From an optimization exercise on the open Yosys and OpenROAD flow, aimed at small area; shortcuts taken in it are not production practice. The RTL was checked by simulation tests, not by an equivalence proof against the original design. Power and IR drop assume default switching activity.

job 101:
## floors_fall
module floors_fall (
    input  logic        pclk,
    input  logic        rst,
    input  logic        space_button,
    input  logic [37:0] video_in,
    input  logic [11:0] x_obj,
    input  logic [11:0] y_obj,
    input  logic [11:0] y_pos,
    output logic [37:0] video_out,
    output logic        floor_hit,
    output logic        start,
    output logic        ending,
    output logic [11:0] y_obj_out
);
Size in the first run: ~1400 cells after synthesis, about 130 I/O pins, ~10000 µm² of cells after synthesis.
Settings: LEC_CHECK=0, ABC_AREA=1, CAP_MARGIN=20, CORE_MARGIN=2, CORE_UTILIZATION=60, SLEW_MARGIN=20; clock period 6.0 ns.
standard.sh (not shown) runs the stock make flow with config.mk's settings and CLKGATE_MAP_FILE= SYNTH_SCRIPT=/design/flow/synth_recipe.tcl, a recipe that flattens the netlist after the stock synthesis.
==> flow/flow/run.sh <==
#!/bin/bash
# Standard layout with three changes: the smallest buffer on the ports, a
# clock tree without dummy loads, and OpenROAD's restructure (area target)
# on the combinational logic between floorplan and placement.
set -euo pipefail
export BUFFER_PORTS_ARGS="-buffer_cell sky130_fd_sc_hd__buf_1"
export CTS_ARGS="-sink_clustering_enable -repair_clock_nets -buf_list sky130_fd_sc_hd__clkbuf_8 -dont_use_dummy_load"

bash standard.sh floorplan > standard_floorplan.log 2>&1

# restructure ignores set_dont_use, so hand it a library without those cells
export LIB_FULL=$FLOW_HOME/platforms/sky130hd/lib/sky130_fd_sc_hd__tt_025C_1v80.lib
export LIB_RESTRUCT=$PWD/restructure.lib
export RES_DIR=$PWD/orfs/results/sky130hd/floors_fall/base
export RS_WORK=$PWD/restructure_work
mkdir -p $RS_WORK
python3 flow/libfilter.py $LIB_FULL $LIB_RESTRUCT 'sky130_fd_sc_hd__lpflow_*' 'sky130_fd_sc_hd__probe*' > libfilter.log 2>&1
openroad -no_init -exit flow/restructure.tcl > restructure.log 2>&1

bash standard.sh > standard.log 2>&1
Other scripts of this flow, unchanged in this note and not shown: flow/flow/libfilter.py, flow/flow/restructure.tcl
Job 101 finished all stages; the layout is clean.
Here is what was changed in the inputs of job 102 compared with job 101.
# job 101
export LEC_CHECK = 0
export ABC_AREA = 1
export CAP_MARGIN = 20
export CORE_MARGIN = 2
export CORE_UTILIZATION = 60
export SLEW_MARGIN = 20
create_clock -name core_clock -period 6.0 [get_ports {pclk}]
# job 102
export LEC_CHECK = 0
export ABC_AREA = 1
export CAP_MARGIN = 20
export CORE_MARGIN = 2
export CORE_UTILIZATION = 80
export SLEW_MARGIN = 20
create_clock -name core_clock -period 6.0 [get_ports {pclk}]
Findings:
Final critical delay including setup and external delays on job 102 is behind job 101.
Sort job 102 and job 101 by total power consumption of the routed design, descending, and job 101 comes first.
Area: job 102 vs job 101 -> job 102 smaller
Where worst slack at placement is concerned, job 101 is better than job 102.
Relative to job 101, job 102 improves clock skew.
Reported for job 102 and job 101, post-cts gate resize count turned out identical to the last digit.
The part of the power in the clock network of job 102 is lower than that of job 101.
Looking at core region area, job 102 sits about 24% below job 101.
The total via count after detailed routing of job 102 was inferior to that of job 101.

========
The RTL this note starts from:
==> flow/design.v <==
`default_nettype none
package game_pkg;
    localparam logic [11:0] FLOOR_COLOR  = 12'h642;
    localparam logic [11:0] OBJECT_COLOR = 12'h81d;
endpackage
`default_nettype wire
`default_nettype none
module floors_fall (
    input  logic        pclk,
    input  logic        rst,
    input  logic        space_button,
    input  logic [37:0] video_in,
    input  logic [11:0] x_obj,
    input  logic [11:0] y_obj,
    input  logic [11:0] y_pos,
    output logic [37:0] video_out,
    output logic        floor_hit,
    output logic        start,
    output logic        ending,
    output logic [11:0] y_obj_out
);
    function automatic logic ge_c(input logic [12:0] x, input logic [12:0] c);
        logic r;
        r = 1'b1;
        for (int i = 0; i < 13; i++) r = c[i] ? (x[i] & r) : (x[i] | r);
        ge_c = r;
    endfunction
    function automatic logic le_c(input logic [12:0] x, input logic [12:0] c);
        logic r;
        r = 1'b1;
        for (int i = 0; i < 13; i++) r = c[i] ? (!x[i] | r) : (!x[i] & r);
        le_c = r;
    endfunction
    function automatic logic in_win(input logic [12:0] x, input logic [12:0] c,
                                    input logic [12:0] w);
        in_win = ge_c(x, c) && le_c(x, 13'(c + w));
    endfunction
    function automatic logic ge(input logic [12:0] a, input logic [12:0] b);
        logic c;
        c = 1'b1;
        for (int i = 0; i < 13; i++) c = (a[i] & !b[i]) | (c & (a[i] | !b[i]));
        ge = c;
    endfunction
    function automatic logic [12:0] sub_rip(input logic [12:0] a, input logic [12:0] b);
        logic c;
        c = 1'b1;
        for (int i = 0; i < 13; i++) begin
            sub_rip[i] = a[i] ^ !b[i] ^ c;
            c = (a[i] & !b[i]) | (c & (a[i] | !b[i]));
        end
    endfunction
    function automatic logic [11:0] add_rip(input logic [11:0] a, input logic [11:0] b);
        logic c;
        c = 1'b0;
        for (int i = 0; i < 12; i++) begin
            add_rip[i] = a[i] ^ b[i] ^ c;
            c = (a[i] & b[i]) | (c & (a[i] | b[i]));
        end
    endfunction
    function automatic logic [12:0] add_c(input logic [12:0] x, input logic [12:0] c);
        logic r;
        r = 1'b0;
        for (int i = 0; i < 13; i++) begin
            add_c[i] = x[i] ^ c[i] ^ r;
            r = c[i] ? (x[i] | r) : (x[i] & r);
        end
    endfunction
    function automatic logic ge_c9(input logic [8:0] x, input logic [8:0] c);
        ge_c9 = ge_c({4'b0, x}, {4'b0, c});
    endfunction
    function automatic logic [8:0] add9(input logic [8:0] x, input logic [8:0] c);
        logic r;
        r = 1'b0;
        for (int i = 0; i < 9; i++) begin
            add9[i] = x[i] ^ c[i] ^ r;
            r = (x[i] & c[i]) | (r & (x[i] | c[i]));
        end
    endfunction
    function automatic logic [8:0] step(input logic [8:0] x, input logic [8:0] s,
                                        input logic [8:0] m, input logic en);
        logic       wr;
        logic [8:0] k;
        wr = ge_c9(x, 9'(m - s));
        for (int i = 0; i < 9; i++) k[i] = en & (wr ? 9'(s - m) >> i & 1'b1 : s[i]);
        step = add9(x, k);
    endfunction
    logic [10:0] h, v;
    assign h = video_in[37:27];
    assign v = video_in[26:16];
    logic [8:0] q0, q1, n0, n1;
    logic [7:0] q2, q3, n2, n3;
    logic       g_q, w_q;
    always_comb begin
        if (rst) begin
            n0 = 9'd285; n1 = 9'd150; n2 = 8'd125; n3 = 8'd57;
        end else begin
            n0 = step(q0, 9'd25, 9'd370, w_q);
            n1 = step(q1, 9'd125, 9'd370, w_q);
            n2 = 8'(step({1'b0, q2}, 9'd160, 9'd185, w_q));
            n3 = 8'(step({1'b0, q3}, 9'd165, 9'd185, w_q));
        end
    end
    always_ff @(posedge pclk) begin
        g_q <= !rst && (y_pos[11:1] != 11'd0);
        w_q <= !rst && (y_pos[11:1] == 11'd0) && g_q;
        q0 <= n0; q1 <= n1; q2 <= n2; q3 <= n3;
    end
    logic a4, a5, a6;
    assign a4 = ge_c9(n0, 9'd60);             
    assign a5 = ge_c9(n1, 9'd88);             
    assign a6 = ge_c9({1'b0, n2}, 9'd160);    
    function automatic logic [8:0] base_of(input logic [6:0] sel);
        base_of = (n0 & {9{sel[0] | sel[4]}}) | (n1 & {9{sel[1] | sel[5]}}) |
                  ({n2, 1'b0} & {9{sel[2] | sel[6]}}) | ({n3, 1'b1} & {9{sel[3]}});
    endfunction
    function automatic logic off_win(input logic [12:0] d, input logic [2:0] cls,
                                     input logic fl, input logic [12:0] w);
        case (cls)
            3'd0, 3'd1, 3'd2, 3'd3: off_win = in_win(d, 13'd0, w);
            3'd4:    off_win = fl ? in_win(d, 13'(-120), w) : in_win(d, 13'd620, w);
            3'd5:    off_win = fl ? in_win(d, 13'(-175), w) : in_win(d, 13'd565, w);
            3'd6:    off_win = fl ? in_win(d, 13'(-640), w) : in_win(d, 13'd100, w);
            default: off_win = 1'b0;
        endcase
    endfunction
    function automatic logic [2:0] enc(input logic [6:0] sel);
        enc = {sel[4] | sel[5] | sel[6], sel[2] | sel[3] | sel[6], sel[1] | sel[3] | sel[5]} |
              {3{~|sel}};
    endfunction
    localparam logic [83:0] C = {12'd450, 12'd300, 12'd150, 12'd0,
                                 12'd3946, 12'd3796, 12'd3646};
    logic [11:0] dv, dy;
    logic [12:0] foot;
    logic [6:0]  hi, pk, lk;
    assign dv   = {1'b0, v} - y_pos;
    assign dy   = y_obj - y_pos;
    assign foot = add_c({1'b0, y_obj}, 13'd48);
    always_comb begin
        for (int k = 0; k < 7; k++) begin
            hi[k] = in_win({1'b0, y_pos}, {1'b0, 12'(12'd4076 - C[12*k +: 12])}, 13'd19);
            pk[k] = in_win({1'b0, dv}, {1'b0, C[12*k +: 12]}, 13'd20) && !hi[k];
            lk[k] = in_win({1'b0, dy}, {1'b0, 12'(C[12*k +: 12] - 12'd48)}, 13'd20) &&
                    (!foot[12] || hi[k]);
        end
    end
    logic       sprite, f552;
    logic [8:0] bp, bl;
    logic [2:0] cp, cl;
    logic       fp, flg;
    assign bp  = base_of(pk);
    assign cp  = enc(pk);
    assign fp  = (pk[4] & a4) | (pk[5] & a5) | (pk[6] & a6);
    assign bl  = base_of(lk);
    assign cl  = enc(lk);
    assign flg = (lk[4] & a4) | (lk[5] & a5) | (lk[6] & a6);
    assign sprite = ge({2'b00, h}, {1'b0, x_obj}) &&
                    !ge({2'b00, h}, add_c({1'b0, x_obj}, 13'd36)) &&
                    !ge({1'b0, y_obj}, {2'b00, v}) && ge(foot, {2'b00, v});
    assign f552 = (y_obj == 12'd552);
    logic pl, go, space_q, y1_q, play_now, go_now;
    assign play_now = !rst && (space_q || (pl && !y1_q));
    assign go_now   = !rst && !space_q && (y1_q || go);
    always_ff @(posedge pclk) begin
        pl      <= play_now;
        go      <= go_now;
        space_q <= !rst && space_button;
        y1_q    <= (y_obj == 12'd1);
        start   <= rst || (!pl && !go);
        ending  <= !rst && go;
    end
    logic [37:0] vid1;
    logic [8:0]  bp1;    
    logic [2:0]  cp1, cl1;
    logic        fp1, sprite1, flg1, f552_1;
    logic [11:0] yp1, x1;
    logic [8:0]  bl1;    
    always_ff @(posedge pclk) begin
        vid1    <= video_in;
        bp1     <= ~bp;
        cp1     <= cp;
        fp1     <= fp;
        sprite1 <= sprite;
        flg1    <= flg;
        bl1     <= ~bl;
        x1      <= x_obj;
        cl1     <= cl;
        f552_1  <= f552;
        yp1     <= y_pos;
    end
    logic [10:0] h1;
    logic [12:0] eh;
    logic        on_floor, hit_now, land1;
    logic [12:0] ex;
    logic [11:0] rgb, yoff, y_now;
    localparam logic [83:0] YOFF = {12'd401, 12'd251, 12'd101, 12'd4047,
                                    12'd3897, 12'd3747, 12'd3597};
    assign h1 = vid1[37:27];
    assign eh = sub_rip({2'b00, h1}, {3'b000, ~bp1, 1'b0});
    assign on_floor = (cp1 != 3'd7) && (h1 != 11'd0) && !ge_c({2'b00, h1}, 13'd799) &&
                      !off_win(eh, cp1, fp1, 13'd60);
    always_comb begin
        rgb = vid1[11:0];
        if (pl) begin
            if (sprite1)       rgb = game_pkg::OBJECT_COLOR;
            else if (on_floor) rgb = game_pkg::FLOOR_COLOR;
        end
    end
    assign ex    = sub_rip({1'b0, x1}, {3'b000, ~bl1, 1'b0});
    assign land1 = !off_win(ex, cl1, flg1, 13'd23) && (cl1 != 3'd7);
    always_comb begin
        yoff  = YOFF[12*cl1 +: 12];
        y_now = add_rip(yp1, yoff);
    end
    assign hit_now = land1 || f552_1;
    always_ff @(posedge pclk) begin
        if (rst) begin
            video_out <= '0;
            floor_hit <= 1'b0;
            y_obj_out <= '0;
        end else begin
            video_out <= {vid1[37:12], rgb};
            floor_hit <= hit_now;
            if (land1)       y_obj_out <= y_now;
            else if (f552_1) y_obj_out <= 12'd552;
        end
    end
endmodule
`default_nettype wire
export LEC_CHECK = 0
export CAP_MARGIN = 20
export CORE_MARGIN = 2
export CORE_UTILIZATION = 70
export SLEW_MARGIN = 20
create_clock -name core_clock -period 6.0 [get_ports {pclk}]
==> flow/flow/run.sh <==
#!/bin/bash
# Standard layout, with the smallest buffer on the ports and a clock tree
# without dummy loads.
set -e
export BUFFER_PORTS_ARGS="-buffer_cell sky130_fd_sc_hd__buf_1"
export CTS_ARGS="-sink_clustering_enable -repair_clock_nets -buf_list sky130_fd_sc_hd__clkbuf_8 -dont_use_dummy_load"
bash standard.sh > standard.log 2>&1
Next try:
==> flow/flow/run.sh (replaced) <==
#!/bin/bash
# Standard layout with three changes: the smallest buffer on the ports, a
# clock tree without dummy loads, and OpenROAD's restructure (area target)
# on the combinational logic between floorplan and placement.
set -euo pipefail
export BUFFER_PORTS_ARGS="-buffer_cell sky130_fd_sc_hd__buf_1"
export CTS_ARGS="-sink_clustering_enable -repair_clock_nets -buf_list sky130_fd_sc_hd__clkbuf_8 -dont_use_dummy_load"

bash standard.sh floorplan > standard_floorplan.log 2>&1

# restructure ignores set_dont_use, so hand it a library without those cells
export LIB_FULL=$FLOW_HOME/platforms/sky130hd/lib/sky130_fd_sc_hd__tt_025C_1v80.lib
export LIB_RESTRUCT=$PWD/restructure.lib
export RES_DIR=$PWD/orfs/results/sky130hd/floors_fall/base
export RS_WORK=$PWD/restructure_work
mkdir -p $RS_WORK
python3 flow/libfilter.py $LIB_FULL $LIB_RESTRUCT 'sky130_fd_sc_hd__lpflow_*' 'sky130_fd_sc_hd__probe*' > libfilter.log 2>&1
openroad -no_init -exit flow/restructure.tcl > restructure.log 2>&1

bash standard.sh > standard.log 2>&1
==> flow/flow/libfilter.py (new file) <==
#!/usr/bin/env python3
# Copy a liberty file without the named cells: libfilter.py IN OUT PATTERN...
import re, sys, fnmatch
src, dst, pats = sys.argv[1], sys.argv[2], sys.argv[3:]
text = open(src).read()
out = []
pos = 0
for m in re.finditer(r'\n(\s*)cell\s*\(\s*"?([A-Za-z0-9_]+)"?\s*\)\s*\{', text):
    if m.start() < pos:
        continue
    name = m.group(2)
    if not any(fnmatch.fnmatch(name, p) for p in pats):
        continue
    # find the matching closing brace
    depth = 0
    i = m.end() - 1
    while True:
        c = text[i]
        if c == '{':
            depth += 1
        elif c == '}':
            depth -= 1
            if depth == 0:
                break
        i += 1
    out.append(text[pos:m.start()])
    pos = i + 1
out.append(text[pos:])
open(dst, 'w').write(''.join(out))
==> flow/flow/restructure.tcl (new file) <==
# Area recovery on the synthesized logic after the standard floorplan:
# OpenROAD's restructure (ABC, area target) on the combinational logic.
# Registers, ports and the power grid are left as they are.
set res $::env(RES_DIR)
read_db $res/2_floorplan.odb
read_liberty $::env(LIB_FULL)
read_sdc $res/2_floorplan.sdc
source $::env(FLOW_HOME)/platforms/sky130hd/setRC.tcl
report_design_area
restructure -liberty_file $::env(LIB_RESTRUCT) -target area \
    -tielo_port sky130_fd_sc_hd__conb_1/LO -tiehi_port sky130_fd_sc_hd__conb_1/HI \
    -work_dir $::env(RS_WORK)
report_design_area
write_db $res/2_floorplan.odb
Result: Final cell count went up by 6.8%; cell area went down by 11%; count of clock-buffer cells in the layout stays the same; wire length went down by 7.5%; die area does not change; setup slack is better by 0.44 ns; synthesized cell count stays the same; power went down by 9.2%.

## afterwards: timing with drivers on the ports
How much do the figures lean on ideal ports? The routed layouts below were timed once more, with nothing changed but the port constraints. Step 1 assumes that a clkbuf_16 drives the clock port and a buf_2 every other input. Step 2 adds t to the input delays and takes it off the output delays; t is the mean of the earliest and latest rising clock arrival at the registers after step 1. Input paths then give back, and output paths get back, about the clock's delay inside the block. Slacks: ideal ports / drivers / drivers and shift; pairs: ideal ports / drivers.
run | t (ns) | setup slack, ns | hold WS [ns] | worst register clock-pin slew, ns | pins driven straight from the clock port
job 101 | 0.482 | 0.601 / 0.601 / 0.235 | 0.410 / 0.410 / 0.410 | 0.10 / 0.10 | 1
job 102 | 0.493 | 0.567 / 0.584 / 0.091 | 0.427 / 0.427 / 0.427 | 0.10 / 0.10 | 1
the first run of note 2 | 0.483 | 0.139 / 0.139 / 0.139 | 0.404 / 0.404 / 0.404 | 0.10 / 0.10 | 1
the second run of note 2 | 0.488 | 0.581 / 0.586 / 0.109 | 0.413 / 0.413 / 0.413 | 0.09 / 0.09 | 1
After both steps every run listed still meets setup and hold. The setup slack of job 102, which loses most, moves by +0.017 ns with the drivers and by -0.476 ns with both steps.
